This is an optimization exercise on Yosys and OpenROAD, whose aim is a short achievable clock period and few clock cycles per item, not a production implementation. In this exercise RTL edits were held to simulation tests only and were not proved equivalent to the original. Power is estimated from default activity; no workload was simulated.

`design.v`:
```
package cache_pkg;
    localparam int DEF_ADDR_W     = 24;
    localparam int DEF_LINE_BYTES = 8;
    localparam int DEF_SETS       = 16;
    localparam int DEF_WAYS       = 2;
endpackage
import cache_pkg::*;
module cache_tag_array #(
    parameter int SETS  = DEF_SETS,
    parameter int TAG_W = 17,
    parameter int IDX_W = 4
) (
    input  logic             CLK,
    input  logic             Reset,
    input  logic [IDX_W-1:0] lk_idx,
    input  logic [TAG_W-1:0] lk_tag,
    output logic [1:0]       lk_match,
    output logic [1:0]       lk_valid,
    output logic [1:0]       lk_dirty,
    output logic             lk_ptr,
    output logic [TAG_W-1:0] lk_tag0,
    output logic [TAG_W-1:0] lk_tag1,
    input  logic             wr_en,
    input  logic [IDX_W-1:0] wr_idx,
    input  logic [1:0]       wr_valid,
    input  logic [1:0]       wr_dirty,
    input  logic             wr_ptr,
    input  logic             wr_tag_en,
    input  logic             wr_tag_way,
    input  logic [TAG_W-1:0] wr_tag
);
    logic [1:0]       valid_q [SETS];
    logic [1:0]       dirty_q [SETS];
    logic [TAG_W-1:0] tag_q   [SETS][2];
    logic             ptr_q   [SETS];
    logic [SETS-1:0]  sel;
    always_comb begin
        lk_match = '0;
        for (int s = 0; s < SETS; s++) begin
            sel[s] = (lk_idx == IDX_W'(s));
            for (int w = 0; w < 2; w++) begin
                if (sel[s] && valid_q[s][w] && tag_q[s][w] == lk_tag) lk_match[w] = 1'b1;
            end
        end
    end
    assign lk_valid = valid_q[lk_idx];
    assign lk_dirty = dirty_q[lk_idx];
    assign lk_ptr   = ptr_q[lk_idx];
    assign lk_tag0  = tag_q[lk_idx][0];
    assign lk_tag1  = tag_q[lk_idx][1];
    always_ff @(posedge CLK) begin
        if (!Reset) begin
            for (int s = 0; s < SETS; s++) begin
                valid_q[s] <= '0;
                ptr_q[s]   <= 1'b0;
            end
        end else if (wr_en) begin
            valid_q[wr_idx] <= wr_valid;
            ptr_q[wr_idx]   <= wr_ptr;
        end
    end
    always_ff @(posedge CLK) begin
        if (wr_en) dirty_q[wr_idx] <= wr_dirty;
        if (wr_tag_en) tag_q[wr_idx][wr_tag_way] <= wr_tag;
    end
endmodule
import cache_pkg::*;
module cache_level_ctrl #(
    parameter int ADDR_W     = DEF_ADDR_W,
    parameter int LINE_BYTES = DEF_LINE_BYTES,
    parameter int SETS       = DEF_SETS,
    parameter int WAYS       = DEF_WAYS,
    localparam int LINE_W    = 8 * LINE_BYTES,
    localparam int PUSH_W    = 1 + ADDR_W + LINE_W,
    localparam int POP_W     = ADDR_W + LINE_W
) (
    input  logic              CLK,
    input  logic              Reset,
    input  logic              req_valid,
    output logic              req_ready,
    input  logic              req_we,
    input  logic [ADDR_W-1:0] req_addr,
    input  logic [7:0]        req_wdata,
    output logic              resp_valid,
    output logic [7:0]        Dato_Salida,
    output logic              Hit,
    output logic              Desalojo,
    output logic              push_valid,
    input  logic              push_ready,
    output logic [PUSH_W-1:0] D_PUSH,
    input  logic [POP_W-1:0]  D_POP,
    input  logic              pop_valid
);
    localparam int OFF_W = $clog2(LINE_BYTES);
    localparam int IDX_W = $clog2(SETS);
    localparam int TAG_W = ADDR_W - IDX_W - OFF_W;
    localparam int RQ   = 16;   
    localparam int PQ   = 8;    
    localparam int FQ   = 8;    
    localparam int FQ_W = 3;
    logic              s_v, s_we;
    logic [ADDR_W-1:0] s_addr;
    logic [7:0]        s_wd;
    logic              c_v, c_we;
    logic [ADDR_W-1:0] c_addr;
    logic [7:0]        c_wd;
    logic [IDX_W-1:0]  c_idx;
    logic [TAG_W-1:0]  c_tag;
    logic accept;
    assign req_ready = !s_v;
    assign accept    = req_valid && !s_v;
    assign c_v       = s_v || req_valid;
    assign c_we      = s_v ? s_we   : req_we;
    assign c_addr    = s_v ? s_addr : req_addr;
    assign c_wd      = s_v ? s_wd   : req_wdata;
    assign c_idx     = c_addr[OFF_W +: IDX_W];
    assign c_tag     = c_addr[ADDR_W-1 -: TAG_W];
    logic [1:0]       p_match;
    logic [1:0]       p_valid;
    logic [1:0]       p_dirty;
    logic             p_ptr;
    logic [TAG_W-1:0] p_tag0, p_tag1;
    logic              l_v, l_we;
    logic [ADDR_W-1:0] l_addr;
    logic [7:0]        l_wd;
    logic [1:0]        l_pmatch;
    logic [1:0]        l_pvalid;
    logic [1:0]        l_pdirty;
    logic              l_pptr;
    logic [TAG_W-1:0]  l_ptag [2];
    logic              bp_go;
    logic              bp_same;
    logic              bp_eq;
    logic              bp_miss;
    logic              bp_way;
    logic [1:0]        bp_valid;
    logic [1:0]        bp_dirty;
    logic              bp_ptr;
    logic [TAG_W-1:0]  bp_tag;
    logic [OFF_W-1:0] l_off;
    logic [IDX_W-1:0] l_idx;
    logic [TAG_W-1:0] l_tag;
    assign l_off = l_addr[OFF_W-1:0];
    assign l_idx = l_addr[OFF_W +: IDX_W];
    assign l_tag = l_addr[ADDR_W-1 -: TAG_W];
    logic             byp;
    logic [1:0]       x_valid, x_dirty, x_match;
    logic             x_ptr;
    logic [TAG_W-1:0] x_tag [2];
    logic             l_hit, l_hway, l_victim, l_from_ptr, l_evict, l_way;
    logic [1:0]       n_valid, n_dirty;
    logic             n_ptr;
    logic [TAG_W-1:0] l_vtag;
    always_comb begin
        byp = bp_go && bp_same;
        x_valid = byp ? bp_valid : l_pvalid;
        x_dirty = byp ? bp_dirty : l_pdirty;
        x_ptr   = byp ? bp_ptr   : l_pptr;
        for (int w = 0; w < 2; w++) begin
            if (byp && bp_miss && bp_way == w) begin
                x_match[w] = bp_eq;
                x_tag[w]   = bp_tag;
            end else begin
                x_match[w] = l_pmatch[w];
                x_tag[w]   = l_ptag[w];
            end
        end
        l_hit      = |x_match;
        l_hway     = x_match[1];
        l_from_ptr = x_valid[0] && x_valid[1];
        l_victim   = !x_valid[0] ? 1'b0 : (!x_valid[1] ? 1'b1 : x_ptr);
        l_evict    = !l_hit && l_from_ptr && x_dirty[l_victim];
        l_way      = l_hit ? l_hway : l_victim;
        l_vtag     = x_tag[l_victim];
        n_valid    = x_valid;
        n_dirty    = x_dirty;
        n_ptr      = x_ptr;
        if (l_hit) begin
            if (l_we) n_dirty[l_hway] = 1'b1;
        end else begin
            n_valid[l_victim] = 1'b1;
            n_dirty[l_victim] = l_we;
            if (l_from_ptr) n_ptr = !x_ptr;
        end
    end
    logic              e_v, e_we, e_hit, e_way, e_evict;
    logic [OFF_W-1:0]  e_off;
    logic [IDX_W-1:0]  e_idx;
    logic [TAG_W-1:0]  e_tag;
    logic [TAG_W-1:0]  e_vtag;
    logic [7:0]        e_wd;
    logic [LINE_W-1:0] e_sl [2];    
    logic              e_pend;      
    logic              e_mask;      
    logic [FQ_W-1:0]   e_pfid;      
    logic e_go, e_adv, e_stall;
    logic l_go, l_adv;
    assign e_adv = !e_v || e_go;
    assign l_go  = l_v && e_adv;
    assign l_adv = !l_v || e_adv;
    cache_tag_array #(
        .SETS (SETS),
        .TAG_W(TAG_W),
        .IDX_W(IDX_W)
    ) u_tags (
        .CLK       (CLK),
        .Reset     (Reset),
        .lk_idx    (c_idx),
        .lk_tag    (c_tag),
        .lk_match  (p_match),
        .lk_valid  (p_valid),
        .lk_dirty  (p_dirty),
        .lk_ptr    (p_ptr),
        .lk_tag0   (p_tag0),
        .lk_tag1   (p_tag1),
        .wr_en     (l_go),
        .wr_idx    (l_idx),
        .wr_valid  (n_valid),
        .wr_dirty  (n_dirty),
        .wr_ptr    (n_ptr),
        .wr_tag_en (l_go && !l_hit),
        .wr_tag_way(l_victim),
        .wr_tag    (l_tag)
    );
    always_ff @(posedge CLK) begin
        if (!Reset) begin
            s_v   <= 1'b0;
            l_v   <= 1'b0;
            bp_go <= 1'b0;
            e_v   <= 1'b0;
        end else begin
            if (l_adv) begin
                l_v      <= c_v;
                l_we     <= c_we;
                l_addr   <= c_addr;
                l_wd     <= c_wd;
                l_pmatch <= p_match;
                l_pvalid <= p_valid;
                l_pdirty <= p_dirty;
                l_pptr   <= p_ptr;
                l_ptag[0] <= p_tag0;
                l_ptag[1] <= p_tag1;
                bp_go    <= l_go;
                bp_same  <= (c_idx == l_idx);
                bp_eq    <= (c_tag == l_tag);
                bp_miss  <= !l_hit;
                bp_way   <= l_way;
                bp_valid <= n_valid;
                bp_dirty <= n_dirty;
                bp_ptr   <= n_ptr;
                bp_tag   <= l_tag;
                s_v      <= 1'b0;
            end else if (accept) begin
                s_v    <= 1'b1;
                s_we   <= req_we;
                s_addr <= req_addr;
                s_wd   <= req_wdata;
            end
            if (e_adv) begin
                e_v     <= l_go;
                e_we    <= l_we;
                e_hit   <= l_hit;
                e_way   <= l_way;
                e_evict <= l_evict;
                e_off   <= l_off;
                e_idx   <= l_idx;
                e_tag   <= l_tag;
                e_vtag  <= l_vtag;
                e_wd    <= l_wd;
            end
        end
    end
    logic [LINE_W-1:0]     data_q  [SETS][2];
    logic [1:0]            pend_q  [SETS];
    logic [LINE_BYTES-1:0] mask_q  [SETS][2];
    logic [FQ_W-1:0]       pfid_q  [SETS][2];
    logic [FQ_W-1:0]  fq_head, fq_tail;
    logic             fs_v   [FQ];
    logic [IDX_W-1:0] fs_idx [FQ];
    logic             fs_way [FQ];
    logic [ADDR_W-1:0] pop_laddr;
    logic [LINE_W-1:0] pop_line;
    logic              pop_now;
    logic [IDX_W-1:0]  f_idx;
    logic              f_way;
    assign {pop_laddr, pop_line} = D_POP;
    assign pop_now = pop_valid && fs_v[0];
    assign f_idx   = fs_idx[0];
    assign f_way   = fs_way[0];
    logic             rv [RQ];
    logic             rr [RQ];
    logic [7:0]       rd [RQ];
    logic             rh [RQ];
    logic             re [RQ];
    logic [FQ_W-1:0]  rf [RQ];
    logic [OFF_W-1:0] ro [RQ];
    logic [PUSH_W-1:0] pq_e [PQ];
    logic              pq_v [PQ];
    logic e_miss;
    assign e_miss  = !e_hit;
    assign e_stall = rv[RQ-1] || (e_miss && (pq_v[PQ-2] || fs_v[FQ-1] || e_pend));
    assign e_go    = e_v && !e_stall;
    logic [1:0]        pend_l, mask_l;
    logic [FQ_W-1:0]   pfid_l [2];
    logic              e_same [2];
    logic              f_same [2];
    always_comb begin
        for (int w = 0; w < 2; w++) begin
            e_same[w] = e_go && e_idx == l_idx && e_way == w;
            f_same[w] = pop_now && f_idx == l_idx && f_way == w;
            pend_l[w] = (pend_q[l_idx][w] && !f_same[w]) || (e_same[w] && e_miss);
            if (e_same[w]) begin
                mask_l[w] = (e_hit && mask_q[l_idx][w][l_off]) || (e_we && e_off == l_off);
            end else begin
                mask_l[w] = mask_q[l_idx][w][l_off];
            end
            pfid_l[w] = (e_same[w] && e_miss) ? fq_tail : pfid_q[l_idx][w];
        end
    end
    always_ff @(posedge CLK) begin
        if (e_adv) begin
            e_pend <= pend_l[l_way];
            e_mask <= mask_l[l_way];
            e_pfid <= pfid_l[l_way];
        end else if (pop_now && f_idx == e_idx && f_way == e_way) begin
            e_pend <= 1'b0;
        end
        for (int w = 0; w < 2; w++) begin
            for (int b = 0; b < LINE_BYTES; b++) begin
                if (e_adv) begin
                    if (e_same[w] && e_we && e_off == OFF_W'(b))
                        e_sl[w][8*b +: 8] <= e_wd;
                    else if (f_same[w] && !mask_q[l_idx][w][b])
                        e_sl[w][8*b +: 8] <= pop_line[8*b +: 8];
                    else
                        e_sl[w][8*b +: 8] <= data_q[l_idx][w][8*b +: 8];
                end else begin
                    if (pop_now && f_idx == e_idx && f_way == w && !mask_q[e_idx][w][b])
                        e_sl[w][8*b +: 8] <= pop_line[8*b +: 8];
                end
            end
        end
    end
    logic [LINE_W-1:0] e_line;
    logic [7:0]        e_byte;
    assign e_line = e_sl[e_way];
    assign e_byte = e_line[{e_off, 3'b000} +: 8];
    always_ff @(posedge CLK) begin
        if (!Reset) begin
            for (int s = 0; s < SETS; s++) pend_q[s] <= '0;
        end else begin
            if (pop_now) pend_q[f_idx][f_way] <= 1'b0;
            if (e_go && e_miss) pend_q[e_idx][e_way] <= 1'b1;
        end
    end
    always_ff @(posedge CLK) begin
        if (e_go) begin
            if (e_miss) begin
                mask_q[e_idx][e_way] <= e_we ? (LINE_BYTES'(1) << e_off) : '0;
                pfid_q[e_idx][e_way] <= fq_tail;
            end else if (e_we) begin
                mask_q[e_idx][e_way][e_off] <= 1'b1;
            end
        end
    end
    always_ff @(posedge CLK) begin
        for (int s = 0; s < SETS; s++) begin
            for (int w = 0; w < 2; w++) begin
                for (int b = 0; b < LINE_BYTES; b++) begin
                    if (e_go && e_we && e_idx == IDX_W'(s) && e_way == w && e_off == OFF_W'(b)) begin
                        data_q[s][w][8*b +: 8] <= e_wd;
                    end else if (pop_now && f_idx == IDX_W'(s) && f_way == w && !mask_q[s][w][b]) begin
                        data_q[s][w][8*b +: 8] <= pop_line[8*b +: 8];
                    end
                end
            end
        end
    end
    logic             fs_sh_v   [FQ];
    logic [IDX_W-1:0] fs_sh_idx [FQ];
    logic             fs_sh_way [FQ];
    logic [FQ-1:0]    fs_free;
    always_comb begin
        for (int i = 0; i < FQ; i++) begin
            if (pop_now) begin
                fs_sh_v[i]   = (i < FQ-1) ? fs_v[(i+1) % FQ]   : 1'b0;
                fs_sh_idx[i] = (i < FQ-1) ? fs_idx[(i+1) % FQ] : fs_idx[i];
                fs_sh_way[i] = (i < FQ-1) ? fs_way[(i+1) % FQ] : fs_way[i];
            end else begin
                fs_sh_v[i]   = fs_v[i];
                fs_sh_idx[i] = fs_idx[i];
                fs_sh_way[i] = fs_way[i];
            end
        end
        for (int i = 0; i < FQ; i++) begin
            fs_free[i] = !fs_sh_v[i] && (i == 0 || fs_sh_v[(i+FQ-1) % FQ]);
        end
    end
    always_ff @(posedge CLK) begin
        if (!Reset) begin
            fq_head <= '0;
            fq_tail <= '0;
            for (int i = 0; i < FQ; i++) fs_v[i] <= 1'b0;
        end else begin
            for (int i = 0; i < FQ; i++) begin
                fs_v[i]   <= fs_sh_v[i];
                fs_idx[i] <= fs_sh_idx[i];
                fs_way[i] <= fs_sh_way[i];
                if (e_go && e_miss && fs_free[i]) begin
                    fs_v[i]   <= 1'b1;
                    fs_idx[i] <= e_idx;
                    fs_way[i] <= e_way;
                end
            end
            if (e_go && e_miss) fq_tail <= fq_tail + 1'b1;
            if (pop_now) fq_head <= fq_head + 1'b1;
        end
    end
    logic [PUSH_W-1:0] push_wb;
    logic [PUSH_W-1:0] push_rq;
    logic              pq_deq;
    logic [PUSH_W-1:0] pq_sh_e [PQ];
    logic              pq_sh_v [PQ];
    logic [PQ-1:0]     pq_free1, pq_free2;
    assign push_wb = {1'b1, e_vtag, e_idx, {OFF_W{1'b0}}, e_line};
    assign push_rq = {1'b0, e_tag, e_idx, {OFF_W{1'b0}}, {LINE_W{1'b0}}};
    assign pq_deq  = pq_v[0] && push_ready;
    assign push_valid = pq_v[0];
    assign D_PUSH     = pq_e[0];
    always_comb begin
        for (int i = 0; i < PQ; i++) begin
            if (pq_deq) begin
                pq_sh_e[i] = (i < PQ-1) ? pq_e[(i+1) % PQ] : pq_e[i];
                pq_sh_v[i] = (i < PQ-1) ? pq_v[(i+1) % PQ] : 1'b0;
            end else begin
                pq_sh_e[i] = pq_e[i];
                pq_sh_v[i] = pq_v[i];
            end
        end
        for (int i = 0; i < PQ; i++) begin
            pq_free1[i] = !pq_sh_v[i] && (i == 0 || pq_sh_v[(i+PQ-1) % PQ]);
            pq_free2[i] = (i >= 1) && pq_free1[(i+PQ-1) % PQ];
        end
    end
    always_ff @(posedge CLK) begin
        if (!Reset) begin
            for (int i = 0; i < PQ; i++) pq_v[i] <= 1'b0;
        end else begin
            for (int i = 0; i < PQ; i++) begin
                pq_v[i] <= pq_sh_v[i];
                pq_e[i] <= pq_sh_e[i];
                if (e_go && e_miss) begin
                    if (pq_free1[i]) begin
                        pq_v[i] <= 1'b1;
                        pq_e[i] <= e_evict ? push_wb : push_rq;
                    end
                    if (e_evict && pq_free2[i]) begin
                        pq_v[i] <= 1'b1;
                        pq_e[i] <= push_rq;
                    end
                end
            end
        end
    end
    logic             deq;
    logic             cap   [RQ];
    logic             rq_sh_v [RQ];
    logic             rq_sh_r [RQ];
    logic [7:0]       rq_sh_d [RQ];
    logic             rq_sh_h [RQ];
    logic             rq_sh_e [RQ];
    logic [FQ_W-1:0]  rq_sh_f [RQ];
    logic [OFF_W-1:0] rq_sh_o [RQ];
    logic [RQ-1:0]    rq_free;
    logic             n_r;
    logic [7:0]       n_d;
    logic [FQ_W-1:0]  n_f;
    assign deq = rv[0] && (rr[0] || (pop_now && rf[0] == fq_head));
    always_comb begin
        for (int i = 0; i < RQ; i++) begin
            cap[i] = !rr[i] && pop_now && rf[i] == fq_head;
        end
        for (int i = 0; i < RQ; i++) begin
            int j;
            j = (deq && i < RQ-1) ? i + 1 : i;
            rq_sh_v[i] = (deq && i == RQ-1) ? 1'b0 : rv[j];
            rq_sh_r[i] = rr[j] || cap[j];
            rq_sh_d[i] = cap[j] ? pop_line[{ro[j], 3'b000} +: 8] : rd[j];
            rq_sh_h[i] = rh[j];
            rq_sh_e[i] = re[j];
            rq_sh_f[i] = rf[j];
            rq_sh_o[i] = ro[j];
        end
        for (int i = 0; i < RQ; i++) begin
            rq_free[i] = !rq_sh_v[i] && (i == 0 || rq_sh_v[(i+RQ-1) % RQ]);
        end
        n_f = e_hit ? e_pfid : fq_tail;
        if (e_we) begin
            n_r = 1'b1;
            n_d = 8'h00;
        end else if (e_hit && (!e_pend || e_mask)) begin
            n_r = 1'b1;
            n_d = e_byte;
        end else if (e_hit && pop_now && e_pfid == fq_head) begin
            n_r = 1'b1;
            n_d = pop_line[{e_off, 3'b000} +: 8];
        end else begin
            n_r = 1'b0;
            n_d = 8'h00;
        end
    end
    always_ff @(posedge CLK) begin
        if (!Reset) begin
            for (int i = 0; i < RQ; i++) rv[i] <= 1'b0;
            resp_valid <= 1'b0;
        end else begin
            for (int i = 0; i < RQ; i++) begin
                rv[i] <= rq_sh_v[i];
                rr[i] <= rq_sh_r[i];
                rd[i] <= rq_sh_d[i];
                rh[i] <= rq_sh_h[i];
                re[i] <= rq_sh_e[i];
                rf[i] <= rq_sh_f[i];
                ro[i] <= rq_sh_o[i];
                if (e_go && rq_free[i]) begin
                    rv[i] <= 1'b1;
                    rr[i] <= n_r;
                    rd[i] <= n_d;
                    rh[i] <= e_hit;
                    re[i] <= e_evict;
                    rf[i] <= n_f;
                    ro[i] <= e_off;
                end
            end
            resp_valid <= deq;
            if (deq) begin
                Dato_Salida <= rr[0] ? rd[0] : pop_line[{ro[0], 3'b000} +: 8];
                Hit         <= rh[0];
                Desalojo    <= re[0];
            end
        end
    end
endmodule
```
`config.mk`:
```
export PLATFORM = sky130hd
export DESIGN_NAME = cache_level_ctrl
export DESIGN_NICKNAME = cache_level_ctrl
export VERILOG_FILES = /design/flow/design.v
export SDC_FILE = /design/flow/constraint.sdc
export NUM_CORES = 4
export LEC_CHECK = 0
export ABC_CLOCK_PERIOD_IN_PS = 2500
export CAP_MARGIN = 20
export CORE_MARGIN = 2
export CORE_UTILIZATION = 40
export SETUP_SLACK_MARGIN = 2.5
export SLEW_MARGIN = 20
export TNS_END_PERCENT = 10
```
`constraint.sdc`:
```
create_clock -name core_clock -period 6.0 [get_ports {CLK}]
set_input_delay 1.2000 -clock core_clock [delete_from_list [all_inputs] [get_ports {CLK}]]
set_output_delay 1.2000 -clock core_clock [all_outputs]
set_load 0.01 [all_outputs]
```
`run.sh`:
```
#!/bin/bash
# synth_recipe.tcl (not shown) runs the flow's synth.tcl, then flattens the netlist and writes it again
# the make line also repeats each setting of config.mk as NAME=value (left out here)
make -C /OpenROAD-flow-scripts/flow DESIGN_CONFIG=/design/flow/config.mk WORK_HOME=/design/flow/orfs CLKGATE_MAP_FILE= SYNTH_SCRIPT=/design/flow/synth_recipe.tcl finish
```
==> impl.org, run 1 <==
** Logic synthesis
- Yosys printed 34 warnings.
- After synthesis, the netlist uses between 90 and 100 different library cells.
- Most area-hungry cell type in the Yosys netlist :: edfxtp_1
- Dividing the synthesized area by the synthesized cell count gives approximately 12 um2.
- The most used flip-flop cell after synthesis is edfxtp_1.
- When the netlist entered floorplanning its net count stood at 18.79k.
- Top post-synthesis cells by area :: edfxtp_1 57%, mux2_2 10%, nand2_1 3.8%
- Fraction of the yosys area taken by sequential cells :: a little under three fifths
- Yosys mapped a number of flops with a built-in enable equal to roughly 4.4k.
- Synthesized netlist cell count :: between 15k and 20k
- Number of flip-flops and latches in the synthesized netlist :: about 4.5k
- The top cell type by area accounts for 56.98% of the synthesized area.
- Of all flip-flops after synthesis, the portion carrying an async set or reset was 0%.
- Summing every instance area after synthesis gives 0.2313 mm2.

** Drt
- After detailed routing, the met3 layer carries roughly 120000 um of wire.
- Post-route met1 wirelength :: approximately 350000 um
- For this block, the routed nets add up to 957500 um of wire.
- Via count :: around 180k
- Number of iterations in the first detailed-routing pass :: 19
- Met2 layer wire length in the routed design :: between 400000 and 500000 um
- Average routed wire per standard cell :: roughly 36 um
- The first routing iteration left ~28k violations.
- Number of vias per cell after detailed routing :: approximately 6.6
- Highest signal layer in the routed design :: met5
- After detailed routing, the number of remaining DRC violations is 0.
- Antenna Nets Post-Route :: 0

** Critical path
- The worst register-to-register path ends at e_mask.
- Along the worst path, the maximum fanout reaches 12.
- Critical path capture point :: e_mask
- Worst setup path class :: reg -> reg
- Start of the worst register-to-register path :: l_addr[3]
- For flop-to-flop paths, the worst setup slack is around 2200 ps.
- STA classifies the critical path startpoint as a flip-flop.
- Endpoint class of the critical path :: flip-flop
- Worst-case reg-to-reg path depth :: 7
- Arrival time worst endpoint :: about 4700 ps
- Required time of the critical path :: slightly below 7000 ps
- The most critical setup path has its startpoint at l_addr[3].

** Floorplanning
- Pin placement for this block handled roughly 230 I/O pins.
- Once the floorplan was initialized, standard cells occupied around two fifths of the core.
- Horizontal die dimension :: between 700 and 800 um
- The initialized floorplan defines about 280 standard-cell rows.
- The floorplan step defined a die boundary enclosing ~0.6 mm2.
- Core area :: 0.5767 mm2
- Chip height :: 764.5 um

** Timing
- Setup repair after global routing missed its margin :: true
- Fin. Hold Viols :: 0
- On the final layout, the worst clock skew is 147.6 ps.
- In the finished design, the share of the clock period the worst path needs comes to around 64%.
- Worst-margin pin slew :: between 1000 and 1500 ps
- Relative slew slack :: 16.44%
- The total count of max-transition violations in the final report came to 0.
- Minimum clock period :: a little under 4000 ps
- Setup violations remaining at the end of the flow were counted as 0.
- Adding up every negative setup slack in the final design gives 0 ps.
- Max Clk Rate :: around 260 MHz

** Clocking
- The clock reaches the later pin of the worst-skew pair after roughly 1100 ps.
- Clock-pin slew reported for the worst setup and hold paths after clock tree synthesis :: ~60 ps
- TritonCTS built the clock tree.
- The cell sitting at the root of the clock tree is a clkbuf_16.
- Clock sink count :: 4457
- Cts bufs inserted :: 479
- In this run, post-CTS hold repair placed 0 buffers.
- Maximum buffer depth of the clock tree :: 4
- Htree depth :: 5

** Placed design
- The congestion estimate from routability-driven global placement came to a little under 1.
- Buffers placed on the I/O ports in this run total 203.
- Cell area after placement :: about 0.24 mm2
- DPL Wire Length :: about 600000 um

** Power
- Summing internal, switching and leakage power gives around 74 mW.
- Power dissipated by switching net loads :: just under 20 mW
- Peak supply drop :: 0.2739 mV
- Internal power :: approximately 55 mW
- Clock share of power :: between 40% and 50%
- Net switching is between 20% and 30% of the power.
- Part of the power in registers :: roughly 48%
- The analysis attributes to cell leakage a power of roughly 84 nW.
- Per report_power, the combinational group accounts for a little under an eighth of the total.
- Cell area power density :: 283.2 mW/mm2

** Min path
- HP Class :: reg -> reg
- Along the worst hold path, the cell count comes to 0.

** GRT
- Entering global routing, the biggest net connects approximately 180 pins.
- The first global-routing pass estimated around 1300000 um of wire.
- For this run the aggregate overflow at the end of global routing stands at 0.
- Total global-route track usage :: a little under a third
- The initial antenna violation count is 88.
- The number of global-route vias before repair was 166.5k.

** Layout
- Net count, final :: between 15k and 20k
- Commonest cells after routing, fill and taps aside :: 4390 x edfxtp_1, 2281 x nand2_1, 2087 x mux2_2, 984 x buf_4, 835 x nand3_1
- Fill cell instance count of the final layout :: 52.12k
- Layout cells sized above 1 :: between 20% and 30%
- Leaving out fill and tap cells, the most frequent cell in the layout is edfxtp_1.
- Area Overhead vs Synth :: 13.47%
- Cell area after layout :: 0.2625 mm2

** Run
- Number of max-cap violations :: 0

** Run status
- The run finished with no timing, DRC or antenna violations.
==> cells in the mapped netlist (all sizes together) (67+ instances only) <==
cell type  number
edfxtp       4390
nand2        2332
mux2         2099
clkbuf       1278
nand3         837
mux2i         793
o22ai         704
nor2          696
a21oi         647
buf           616
a22oi         477
o21ai         398
xor2          342
a22o          303
xnor2         295
nand4         294
a31oi         271
a221oi        264
mux4          247
and2          151
a211oi        150
o221ai        121
or3            88
o211ai         84
nor4           83
a311oi         79
nor2b          76
inv            75
dfxtp          67
==> flip-flops by register name (all words and copies together) (netlist names), 17 cells and up, named ones only <==
name	count
u_tags.tag_q	544
e_vtag	17
s_addr	24
u_tags.dirty_q	32
e_sl	128
rd	128
data_q	2048
l_ptag	34
bp_tag	17
mask_q	256
pend_q	32
fs_idx	32
e_tag	17
pq_e	709
u_tags.valid_q	32
l_addr	24
rf	48
pfid_q	96
ro	48
==> layer usage <==
layer,track usage [%],vias up
li1,-,71798
met1,40.07,89370
met2,46.42,12897
met3,9.137,3135
met4,21.16,38
met5,0.2111,-
==> critical path: stages, from the launching register on <==
cell,delay (ps)
edfxtp_1,370
buf_12,180
buf_4,390
mux4_2,640
mux4_2,580
o21ai_0,710
nor4_1,260
o32a_1,460
==> layout make-up <==
cell class	instances	area, um2	share of cell area [%]
flip-flops and latches	4457	133200	50.74
multi-input cells	12235	91850	34.99
clock buffers	588	12570	4.789
repair buffers	1319	11710	4.460
well taps	7727	9668	3.683
clock inverters	293	2965	1.130
inverters	76	304.0	0.1158
diodes	99	247.7	0.09437
==> per-stage QoR <==
step	setup slack (ps)	util (%)	instances	hold WS (ps)
final	2155	45.52	26794	419.2
after global placement	844.8	42.40	25703	405.1
after CTS	2172	45.43	26687	421.4
after detailed placement	942.7	42.41	25704	406.6
after floorplan	1935	-	18659	400.3
after global routing	2202	45.49	26716	424.1
==> power groups by stage <==
stage          Sequential [mW]  Combinational [mW]  Clock (mW)
6_report                  35.5                8.65        30.2
5_1_grt                   35.6                8.81        31.4
4_1_cts                   35.5                8.26        30.3
3_5_place_dp              36.2                8.06           0
3_3_place_gp              36.2                7.97           0
2_1_floorplan             35.9                4.43           0
==> timing repair <==
item,in CTS,in global routing
gates cloned,4,0
setup buffers,98,5
endpoints found under the setup margin,5360,2756
endpoints found under the hold margin,0,0
pin swaps,13,1
resized for setup,154,36
==> worst min path at each step <==
stage            start      end  slack (ps)
6_report       l_wd[4]  e_wd[4]         420
3_3_place_gp   l_wd[1]  e_wd[1]         410
4_1_cts        l_wd[4]  e_wd[4]         420
3_5_place_dp   l_wd[1]  e_wd[1]         410
5_1_grt        l_wd[4]  e_wd[4]         420
2_1_floorplan  l_wd[0]  e_wd[0]         400
==> logic make-up after synthesis <==
kind of cell               count (synthesis)  synth area share [%]
AOI/OAI and AO/OA                       3654                 10.74
adders and majority gates                  2               0.01082
DFF                                     4457                 57.56
muxes                                   3139                 16.16
and+or+nand+nor                         4800                 9.574
buffers and inverters                   1970                 3.526
xor gates and xnor gates                 637                 2.421
Testbench counts, summed over its fixed seeds: cycles 4,885, items 4,800.
==> run 2: changes to the inputs <==
--- a/design.v
+++ b/design.v
@@ -12,9 +12,13 @@
 ) (
     input  logic             CLK,
     input  logic             Reset,
+    input  logic [IDX_W-1:0] st_idx,
     input  logic [IDX_W-1:0] lk_idx,
     input  logic [TAG_W-1:0] lk_tag,
     output logic [1:0]       lk_match,
+    input  logic [IDX_W-1:0] lk2_idx,
+    input  logic [TAG_W-1:0] lk2_tag,
+    output logic [1:0]       lk2_match,
     output logic [1:0]       lk_valid,
     output logic [1:0]       lk_dirty,
     output logic             lk_ptr,
@@ -33,21 +37,24 @@
     logic [1:0]       dirty_q [SETS];
     logic [TAG_W-1:0] tag_q   [SETS][2];
     logic             ptr_q   [SETS];
-    logic [SETS-1:0]  sel;
+    logic [SETS-1:0]  sel, sel2;
     always_comb begin
-        lk_match = '0;
+        lk_match  = '0;
+        lk2_match = '0;
         for (int s = 0; s < SETS; s++) begin
-            sel[s] = (lk_idx == IDX_W'(s));
+            sel[s]  = (lk_idx == IDX_W'(s));
+            sel2[s] = (lk2_idx == IDX_W'(s));
             for (int w = 0; w < 2; w++) begin
                 if (sel[s] && valid_q[s][w] && tag_q[s][w] == lk_tag) lk_match[w] = 1'b1;
+                if (sel2[s] && valid_q[s][w] && tag_q[s][w] == lk2_tag) lk2_match[w] = 1'b1;
             end
         end
     end
-    assign lk_valid = valid_q[lk_idx];
-    assign lk_dirty = dirty_q[lk_idx];
-    assign lk_ptr   = ptr_q[lk_idx];
-    assign lk_tag0  = tag_q[lk_idx][0];
-    assign lk_tag1  = tag_q[lk_idx][1];
+    assign lk_valid = valid_q[st_idx];
+    assign lk_dirty = dirty_q[st_idx];
+    assign lk_ptr   = ptr_q[st_idx];
+    assign lk_tag0  = tag_q[st_idx][0];
+    assign lk_tag1  = tag_q[st_idx][1];
     always_ff @(posedge CLK) begin
         if (!Reset) begin
             for (int s = 0; s < SETS; s++) begin
@@ -107,7 +114,7 @@
     logic [IDX_W-1:0]  c_idx;
     logic [TAG_W-1:0]  c_tag;
     logic accept;
-    assign req_ready = !s_v;
+    assign req_ready = rdy_q;
     assign accept    = req_valid && !s_v;
     assign c_v       = s_v || req_valid;
     assign c_we      = s_v ? s_we   : req_we;
@@ -116,6 +123,10 @@
     assign c_idx     = c_addr[OFF_W +: IDX_W];
     assign c_tag     = c_addr[ADDR_W-1 -: TAG_W];
     logic [1:0]       p_match;
+    logic [1:0]       p_match_s, p_match_r;
+    logic             p_eq_s, p_eq_r;
+    logic             rdy_q;
+    assign p_match = s_v ? p_match_s : p_match_r;
     logic [1:0]       p_valid;
     logic [1:0]       p_dirty;
     logic             p_ptr;
@@ -190,8 +201,14 @@
     logic [TAG_W-1:0]  e_vtag;
     logic [7:0]        e_wd;
     logic [LINE_W-1:0] e_sl [2];    
+    logic [LINE_W-1:0]     l_sl [2];  
+    logic [LINE_BYTES-1:0] l_mk [2];  
     logic              e_pend;      
     logic              e_mask;      
+    logic [LINE_BYTES-1:0] e_mk [2];  
+    logic [1:0]        e_mkb;       
+    logic [2*SETS-1:0] e_wl;        
+    logic [LINE_BYTES-1:0] e_wb;    
     logic [FQ_W-1:0]   e_pfid;      
     logic e_go, e_adv, e_stall;
     logic l_go, l_adv;
@@ -205,9 +222,13 @@
     ) u_tags (
         .CLK       (CLK),
         .Reset     (Reset),
-        .lk_idx    (c_idx),
-        .lk_tag    (c_tag),
-        .lk_match  (p_match),
+        .st_idx    (c_idx),
+        .lk_idx    (s_addr[OFF_W +: IDX_W]),
+        .lk_tag    (s_addr[ADDR_W-1 -: TAG_W]),
+        .lk_match  (p_match_s),
+        .lk2_idx   (req_addr[OFF_W +: IDX_W]),
+        .lk2_tag   (req_addr[ADDR_W-1 -: TAG_W]),
+        .lk2_match (p_match_r),
         .lk_valid  (p_valid),
         .lk_dirty  (p_dirty),
         .lk_ptr    (p_ptr),
@@ -222,6 +243,17 @@
         .wr_tag_way(l_victim),
         .wr_tag    (l_tag)
     );
+    assign p_eq_s = (s_addr[ADDR_W-1 -: TAG_W] == l_tag);
+    assign p_eq_r = (req_addr[ADDR_W-1 -: TAG_W] == l_tag);
+    always_ff @(posedge CLK) begin
+        if (!Reset) begin
+            rdy_q <= 1'b1;
+        end else if (l_adv) begin
+            rdy_q <= 1'b1;
+        end else if (accept) begin
+            rdy_q <= 1'b0;
+        end
+    end
     always_ff @(posedge CLK) begin
         if (!Reset) begin
             s_v   <= 1'b0;
@@ -242,7 +274,7 @@
                 l_ptag[1] <= p_tag1;
                 bp_go    <= l_go;
                 bp_same  <= (c_idx == l_idx);
-                bp_eq    <= (c_tag == l_tag);
+                bp_eq    <= s_v ? p_eq_s : p_eq_r;
                 bp_miss  <= !l_hit;
                 bp_way   <= l_way;
                 bp_valid <= n_valid;
@@ -267,6 +299,8 @@
                 e_tag   <= l_tag;
                 e_vtag  <= l_vtag;
                 e_wd    <= l_wd;
+                for (int i = 0; i < 2*SETS; i++) e_wl[i] <= (l_idx == IDX_W'(i/2)) && (l_way == (i%2));
+                e_wb    <= LINE_BYTES'(1) << l_off;
             end
         end
     end
@@ -300,28 +334,61 @@
     assign e_miss  = !e_hit;
     assign e_stall = rv[RQ-1] || (e_miss && (pq_v[PQ-2] || fs_v[FQ-1] || e_pend));
     assign e_go    = e_v && !e_stall;
-    logic [1:0]        pend_l, mask_l;
+    logic [1:0]        pend_l;
     logic [FQ_W-1:0]   pfid_l [2];
     logic              e_same [2];
     logic              f_same [2];
+    logic              pc_e [2];
+    logic              pc_f [2];
     always_comb begin
         for (int w = 0; w < 2; w++) begin
             e_same[w] = e_go && e_idx == l_idx && e_way == w;
             f_same[w] = pop_now && f_idx == l_idx && f_way == w;
+            pc_e[w]   = e_go && e_idx == c_idx && e_way == w;
+            pc_f[w]   = pop_now && f_idx == c_idx && f_way == w;
             pend_l[w] = (pend_q[l_idx][w] && !f_same[w]) || (e_same[w] && e_miss);
-            if (e_same[w]) begin
-                mask_l[w] = (e_hit && mask_q[l_idx][w][l_off]) || (e_we && e_off == l_off);
-            end else begin
-                mask_l[w] = mask_q[l_idx][w][l_off];
-            end
             pfid_l[w] = (e_same[w] && e_miss) ? fq_tail : pfid_q[l_idx][w];
         end
     end
     always_ff @(posedge CLK) begin
+        for (int w = 0; w < 2; w++) begin
+            if (l_adv) begin
+                if (pc_e[w]) begin
+                    l_mk[w] <= (e_hit ? mask_q[c_idx][w] : '0) |
+                               (e_we ? (LINE_BYTES'(1) << e_off) : '0);
+                end else begin
+                    l_mk[w] <= mask_q[c_idx][w];
+                end
+            end
+            for (int b = 0; b < LINE_BYTES; b++) begin
+                if (l_adv) begin
+                    if (pc_e[w] && e_we && e_off == OFF_W'(b))
+                        l_sl[w][8*b +: 8] <= e_wd;
+                    else if (pc_f[w] && !mask_q[c_idx][w][b])
+                        l_sl[w][8*b +: 8] <= pop_line[8*b +: 8];
+                    else
+                        l_sl[w][8*b +: 8] <= data_q[c_idx][w][8*b +: 8];
+                end else begin
+                    if (f_same[w] && !l_mk[w][b])
+                        l_sl[w][8*b +: 8] <= pop_line[8*b +: 8];
+                end
+            end
+        end
+    end
+    always_ff @(posedge CLK) begin
         if (e_adv) begin
             e_pend <= pend_l[l_way];
-            e_mask <= mask_l[l_way];
             e_pfid <= pfid_l[l_way];
+            for (int w = 0; w < 2; w++) begin
+                if (e_same[w]) begin
+                    e_mk[w]  <= (e_hit ? l_mk[w] : '0) |
+                                (e_we ? (LINE_BYTES'(1) << e_off) : '0);
+                    e_mkb[w] <= (e_hit && l_mk[w][l_off]) || (e_we && e_off == l_off);
+                end else begin
+                    e_mk[w]  <= l_mk[w];
+                    e_mkb[w] <= l_mk[w][l_off];
+                end
+            end
         end else if (pop_now && f_idx == e_idx && f_way == e_way) begin
             e_pend <= 1'b0;
         end
@@ -330,12 +397,12 @@
                 if (e_adv) begin
                     if (e_same[w] && e_we && e_off == OFF_W'(b))
                         e_sl[w][8*b +: 8] <= e_wd;
-                    else if (f_same[w] && !mask_q[l_idx][w][b])
+                    else if (f_same[w] && !l_mk[w][b])
                         e_sl[w][8*b +: 8] <= pop_line[8*b +: 8];
                     else
-                        e_sl[w][8*b +: 8] <= data_q[l_idx][w][8*b +: 8];
+                        e_sl[w][8*b +: 8] <= l_sl[w][8*b +: 8];
                 end else begin
-                    if (pop_now && f_idx == e_idx && f_way == w && !mask_q[e_idx][w][b])
+                    if (pop_now && f_idx == e_idx && f_way == w && !e_mk[w][b])
                         e_sl[w][8*b +: 8] <= pop_line[8*b +: 8];
                 end
             end
@@ -344,6 +411,7 @@
     logic [LINE_W-1:0] e_line;
     logic [7:0]        e_byte;
     assign e_line = e_sl[e_way];
+    assign e_mask = e_mkb[e_way];
     assign e_byte = e_line[{e_off, 3'b000} +: 8];
     always_ff @(posedge CLK) begin
         if (!Reset) begin
@@ -367,7 +435,7 @@
         for (int s = 0; s < SETS; s++) begin
             for (int w = 0; w < 2; w++) begin
                 for (int b = 0; b < LINE_BYTES; b++) begin
-                    if (e_go && e_we && e_idx == IDX_W'(s) && e_way == w && e_off == OFF_W'(b)) begin
+                    if (e_go && e_we && e_wl[2*s+w] && e_wb[b]) begin
                         data_q[s][w][8*b +: 8] <= e_wd;
                     end else if (pop_now && f_idx == IDX_W'(s) && f_way == w && !mask_q[s][w][b]) begin
                         data_q[s][w][8*b +: 8] <= pop_line[8*b +: 8];
@@ -475,7 +543,7 @@
     logic             n_r;
     logic [7:0]       n_d;
     logic [FQ_W-1:0]  n_f;
-    assign deq = rv[0] && (rr[0] || (pop_now && rf[0] == fq_head));
+    assign deq = rv[0] && rr[0];
     always_comb begin
         for (int i = 0; i < RQ; i++) begin
             cap[i] = !rr[i] && pop_now && rf[i] == fq_head;
@@ -534,7 +602,7 @@
             end
             resp_valid <= deq;
             if (deq) begin
-                Dato_Salida <= rr[0] ? rd[0] : pop_line[{ro[0], 3'b000} +: 8];
+                Dato_Salida <= rd[0];
                 Hit         <= rh[0];
                 Desalojo    <= re[0];
             end
--- a/config.mk
+++ b/config.mk
@@ -8,7 +8,7 @@
 export ABC_CLOCK_PERIOD_IN_PS = 2500
 export CAP_MARGIN = 20
 export CORE_MARGIN = 2
-export CORE_UTILIZATION = 40
-export SETUP_SLACK_MARGIN = 2.5
+export CORE_UTILIZATION = 35
+export SETUP_SLACK_MARGIN = 3.0
 export SLEW_MARGIN = 20
-export TNS_END_PERCENT = 10
+export TNS_END_PERCENT = 100
==> run 2 against run 1 <==
Compared with the run above:
- area after synthesis up 4.9%
- synthesized cell count is 13% higher
- the flow now stops in global routing
==> impl.org, run 2 <==
** Logic synthesis
- After technology mapping, the gate count stands at 21.05k.
- Synthesized net count :: 21.17k
- The commonest cells after synthesis are 4463 x edfxtp_1, 2883 x nand2_1, 1772 x o21ai_0.
- Compound-Gate Fraction of Synth Area :: between 10% and 20%
- Count of cell types in the netlist :: 96
- After Yosys synthesis, full adders, half adders and majority gates account for less than 1% of the synthesized area.
- Fraction of the yosys area taken by sequential cells :: a little under three fifths
- The Yosys step of the flow raised 39 warnings.
- After Yosys synthesis, and, or, nand and nor cells account for 10.47% of the synthesized area.
- Post-synthesis xor/xnor area fraction :: about 4.3%
- Post-synth EDFFs :: approximately 4.5k
- Combinational family with the most area after synthesis :: multiplexers
- Most frequent cell after synthesis :: edfxtp_1
- Most used flip-flop cell after synthesis :: edfxtp_1
- Synthesis inferred ~4.7k register bits.
- Multiplexer area fraction after synthesis :: 12.40%
- After synthesis, the share of flip-flops with an asynchronous set or reset is 0%.
- In this run the cell area of the synthesized design comes to between 0.2 and 0.25 mm2.
- Share of the synthesized area in the top cell type :: 55.21%
- Most area-hungry cell type in the Yosys netlist :: edfxtp_1
- By area the synthesized netlist is led by edfxtp_1 55%, mux2_2 6.0%, nand2_1 4.5%.
- Average cell area after synthesis :: 11.54 um2

** Placed design
- Count of input and output buffers :: 203
- At the end of routability-driven placement, the weighted congestion stood at about 1.
- Summed over all nets, the half-perimeter wirelength after detailed placement is ~700000 um.
- Before CTS, the worst setup slack after placement is 699.9 ps.

** Clocking
- Maximum buffer depth of the clock tree :: 4
- Clock sink count :: between 4k and 5k
- After clock tree synthesis, the flow added hold-fix buffers numbering 0.
- The H-tree generated during clock tree synthesis spans 5 levels.
- CTS placed an instance of clkbuf_16 at the clock tree root.
- The number of clock buffers added by TritonCTS is 481.

** Run status
- Step where the flow halted :: global routing
- Log Error :: [ERROR GRT-0232] Routing congestion too high. Check the congestion heatmap in the GUI.
- The run stopped with a tool error.

** GRT
- Sum of overflow across all layers after global routing :: 1
- Total global-route track usage :: between 30% and 40%
- Entering global routing, the biggest net connects between 150 and 200 pins.

** Floorplanning
- Horizontal die dimension :: around 840 um
- For this design the top-level I/O count stands at between 200 and 250.
- The die is approximately 840 um tall.
- Standard-cell rows :: about 310
- The initial utilization of the core area, before any placement, comes to 35.16%.
## run 2: cell count changes after synthesis, moves of 141 or more
cell      change
xnor2_1     +336
clkbuf_1    +349
a22o_1      -141
nor2_1      +441
xor2_1      +216
nand2_1     +551
mux2_2      -804
nor2_2      -221
o21ai_0    +1468
## run 2: what timing repair did
action / in CTS
endpoints found under the setup margin: 7044
gates resized for setup: 3433
setup buffers: 1116
pin swaps: 519
cloned: 281
## run 2: metal layers
| metal | GRT usage, % | GRT overflow |
|---|---|---|
| met1 | 40.41 | 1 |
| met2 | 48.47 | 0 |
| met3 | 17.19 | 0 |
| met4 | 26.04 | 0 |
| met5 | 2.988 | 0 |
## run 2: power groups by stage
stage | clock [mW] | combinational (mW) | sequential [mW]
after floorplan | 0 | 4.76 | 37.7
after global placement | 0 | 8.64 | 38.0
after detailed placement | 0 | 8.77 | 38.0
after CTS | 30.8 | 10.6 | 37.3
## run 2: worst max path at each step
| stage | from | to | slack, ps | cells past startpoint |
|---|---|---|---|---|
| CTS | e_pend | data_q[0][45] | 2630 | 15 |
| detailed placement | req_addr[4] | l_sl[1][39] | 700 | 12 |
| global placement | req_addr[4] | l_sl[1][39] | 690 | 12 |
| floorplan | push_ready | pq_e[7][0] | 2390 | 6 |
## run 2: per-stage QoR
step / std cells / util (%) / power (mW) / area (um2)
floorplan: 21045 / - / 42.43 / 243900
global placement: 29304 / 37.42 / 46.62 / 258400
detailed placement: 29307 / 37.44 / 46.77 / 258400
CTS: 31604 / 44.14 / 78.67 / 304700
## run 2: kinds of logic after synthesis
| kind of cell | count (synthesis) |
|---|---|
| AO/OA/AOI/OAI | 4760 |
| XOR/XNOR | 1186 |
| adder cells (fa/ha/maj) | 2 |
| buffers and inverters | 2304 |
| flip-flops | 4655 |
| multiplexers | 2415 |
| AND/OR/NAND/NOR | 5723 |
Testbench counts of run 2, summed over its fixed seeds: cycles 4,893, items 4,800.

==> afterwards: timing with drivers on the ports <==
No port has a modelled driver above. Below, the same layout with a new extraction and two added sets of constraints.
Step 1 (the two cells are an assumption about what drives the block):
set clk [get_ports {CLK}]
set_driving_cell -lib_cell sky130_fd_sc_hd__clkbuf_16 $clk
set_driving_cell -lib_cell sky130_fd_sc_hd__buf_2 [delete_from_list [all_inputs] $clk]
Step 2 adds t to the input delays and takes it off the output delays; t is the mean of the earliest and latest rising clock arrival at the registers after step 1. Input paths then give back, and output paths get back, about the clock's delay inside the block.
Three values: ideal, step 1, step 2; two values: the first two.
run: run 1
shift t [ns]: 1.195
slack for setup (ns): 2.155 / 2.155 / 1.228
hold WS [ns]: 0.419 / 0.419 / 0.419
clock arrival spread, ns: 0.150 / 0.149
worst slew at a driven data input, ns: 0.29
After both steps setup and hold are still met in run 1. For run 1, drivers alone change the setup slack by 0.000 ns; drivers and shift together by -0.927 ns.
